From an optimization exercise on the open Yosys and OpenROAD flow, aimed at small area; shortcuts taken in it are not production practice.
In this exercise RTL edits were held to simulation tests only and were not proved equivalent to the original.
No activity file was given, so power comes from the tool's default toggle rates.

==> v4 <==
Design modbus_tcp_read_client_framer_unit, start of the top module:
module modbus_tcp_read_client_framer_unit (
  input  wire logic          clk,
  input  wire logic          rst,
  input  wire logic          push,
  output logic               full,
  input  wire logic [1:0]    item_cmd,
  input  wire logic [7:0]    item_function_code,
  input  wire logic [15:0]   item_start_address,
  input  wire logic [15:0]   item_quantity,
  input  wire logic [7:0]    item_rx_byte,
  output logic               empty,
  input  wire logic          pop,
  output logic [1:0]         result_kind,
  output logic [15:0]        result_value,
  output logic [9:0]         result_item_index,
  output logic [2:0]         result_status,
  output logic [31:0]        result_total_count,
  output logic [31:0]        result_failed_count,
  output logic               result_last,
  input  wire logic          cfg_valid,
  output logic               cfg_ready,
  input  wire logic [7:0]    cfg_data
);
Settings: LEC_CHECK=0, CAP_MARGIN=20, CORE_MARGIN=2, CORE_UTILIZATION=40, SLEW_MARGIN=20; clock period 8.0 ns.
run.sh (not shown) runs the stock make flow with config.mk's settings and CLKGATE_MAP_FILE= SYNTH_SCRIPT=/design/flow/synth_recipe.tcl, a recipe that flattens the netlist after the stock synthesis.
==> inputs of v11, as changes to v4 <==
==> flow/flow/run.sh (new file) <==
#!/bin/bash
# Standard ORFS layout (the standard.sh, unchanged synthesis), with
#  - the port buffers made from sky130_fd_sc_hd__buf_1 instead of the default buffer
#  - clock tree synthesis from small clock buffers and without dummy loads
# make's full output goes to flow_make.log in this folder; ORFS keeps each
# step's log under orfs/logs.
set -euo pipefail
CTS="-sink_clustering_enable -repair_clock_nets -dont_use_dummy_load -buf_list {sky130_fd_sc_hd__clkbuf_2 sky130_fd_sc_hd__clkbuf_4}"
export BUFFER_PORTS_ARGS="-buffer_cell sky130_fd_sc_hd__buf_1"
export CTS_ARGS="$CTS"
bash standard.sh "BUFFER_PORTS_ARGS=$BUFFER_PORTS_ARGS" "CTS_ARGS=$CTS_ARGS" finish > flow_make.log 2>&1
==> flow/standard.sh (new file) <==
#!/bin/bash
# synth_recipe.tcl (not shown) runs the flow's synth.tcl, then flattens the netlist and writes it again
# the make line also repeats each setting of config.mk as NAME=value (left out here)
make -C /OpenROAD-flow-scripts/flow DESIGN_CONFIG=/design/flow/config.mk WORK_HOME=/design/flow/orfs CLKGATE_MAP_FILE= SYNTH_SCRIPT=/design/flow/synth_recipe.tcl "${@:-finish}"
removed: flow/run.sh
==> inputs of v19, as changes to v4 <==
==> flow/flow/run.sh (new file) <==
#!/bin/bash
# Standard ORFS layout (the standard.sh, unchanged synthesis), with
#  - the port buffers made from sky130_fd_sc_hd__buf_1 instead of the default buffer
#  - clock tree synthesis from small clock buffers and without dummy loads
# make's full output goes to flow_make.log in this folder; ORFS keeps each
# step's log under orfs/logs.
set -euo pipefail
CTS="-sink_clustering_enable -repair_clock_nets -dont_use_dummy_load -buf_list {sky130_fd_sc_hd__clkbuf_2 sky130_fd_sc_hd__clkbuf_4 sky130_fd_sc_hd__clkbuf_8}"
export BUFFER_PORTS_ARGS="-buffer_cell sky130_fd_sc_hd__buf_1"
export CTS_ARGS="$CTS"
bash standard.sh "BUFFER_PORTS_ARGS=$BUFFER_PORTS_ARGS" "CTS_ARGS=$CTS_ARGS" finish > flow_make.log 2>&1
==> flow/standard.sh (new file) <==
#!/bin/bash
# synth_recipe.tcl (not shown) runs the flow's synth.tcl, then flattens the netlist and writes it again
# the make line also repeats each setting of config.mk as NAME=value (left out here)
make -C /OpenROAD-flow-scripts/flow DESIGN_CONFIG=/design/flow/config.mk WORK_HOME=/design/flow/orfs CLKGATE_MAP_FILE= SYNTH_SCRIPT=/design/flow/synth_recipe.tcl "${@:-finish}"
removed: flow/run.sh
==> notes <==
- The lowest worst hold slack belongs to v4, the highest to v19.
- Synthesized cell count is the same in v11 and v19.
- Cell count: v19 is lower than v4 (about 0.5%).
- Sequential cell count is the same in v19 and v4.
- Sequential share of layout area: v19 is lower than v11 (0.26 points).
- Setup slack: v11 > v4 > v19.
- Of v4 and v19, v4 has the higher via count (gap 0.52%, measured against v19).
- Non-clock buffer count is the same in v11 and v19.
- Clock-buffer cell count: v4 < v19 < v11.
- Critical path depth is the same in v11 and v19.
- Of v19 and v4, v4 has the higher clock power (gap about 30%, measured against v4).
==> figures <==
metric	v19	v4	v11
Status	timing/DRC/antenna clean	timing/DRC/antenna clean	timing/DRC/antenna clean
CP peak stage delay	0.55 ns	0.59 ns	0.54 ns
Power share of the clock group	0.277	0.342	0.259
Clock-pin slew on the worst setup and hold paths	0.05 ns	0.06 ns	0.05 ns
Placed inst area	14100 um^2	15100 um^2	14100 um^2
Leakage power figure	5.00 nW	5.59 nW	5.01 nW
Wire length of the first global-routing pass	51.5 mm	52.3 mm	51.6 mm
Switching share of power	0.325	0.301	0.335
Largest net degree at the start of global routing	98	96	98
Reported net switching power	1.16 mW	1.25 mW	1.17 mW
Master cell of the clock root buffer	sky130_fd_sc_hd__clkbuf_8	sky130_fd_sc_hd__clkbuf_16	sky130_fd_sc_hd__clkbuf_4
Design Area, Final	14800 um^2	16100 um^2	14700 um^2
Slowest cell on crit path	sky130_fd_sc_hd__o31ai_1	sky130_fd_sc_hd__a2111oi_0	sky130_fd_sc_hd__o31ai_1
Number of nets in the layout	1484	1468	1512
Combinational logic power	0.861 mW	1.00 mW	0.860 mW
Met2 track utilization from global routing	0.299	0.304	0.299
CP arrival	5.63 ns	5.66 ns	5.70 ns
Final core area utilization	0.455	0.497	0.452
Capture endpoint of the worst hold path	u_front.unit_before[7]	u_front.unit_before[0]	u_front.unit_before[1]
Hold Startpoint	u_front.unit_address[7]	u_front.unit_address[0]	u_front.unit_address[1]
# clk buffers	47	36	75
Peak supply drop	0.130 mV	0.166 mV	0.105 mV
Global Route Usage Sum	0.193	0.195	0.194

## what the ideal ports hide
The flow's constraints put no driver on any port. The routed layouts listed below were extracted and timed again, unchanged, in two steps. Step 1: set_driving_cell puts a clkbuf_16 on clk and a buf_2 on each other input, an assumption about the parent block. Step 2 moves the port delays by t, midway between the first and last clock arrival at a register: inputs arrive t later, outputs are due t later. That takes back most of the time a late clock gives input paths. a / b / c = no drivers / after step 1 / after step 2; a / b = the first two.
| run | t (ns) | slack for setup (ns) | latest minus earliest clock arrival (ns) | worst data-port slew with drivers (ns) | cell pins on the clock port's net |
|---|---|---|---|---|---|
| v4 | 0.594 | 2.831 / 2.831 / 2.530 | 0.018 / 0.018 | 0.05 | 1 |
| v11 | 0.685 | 2.856 / 2.856 / 2.787 | 0.050 / 0.051 | 0.04 | 1 |
| v19 | 0.579 | 2.821 / 2.821 / 2.808 | 0.049 / 0.048 | 0.04 | 1 |
After both steps every run listed still meets setup and hold. The setup slack of v4, which loses most, moves by 0.000 ns with the drivers and by -0.301 ns with both steps.
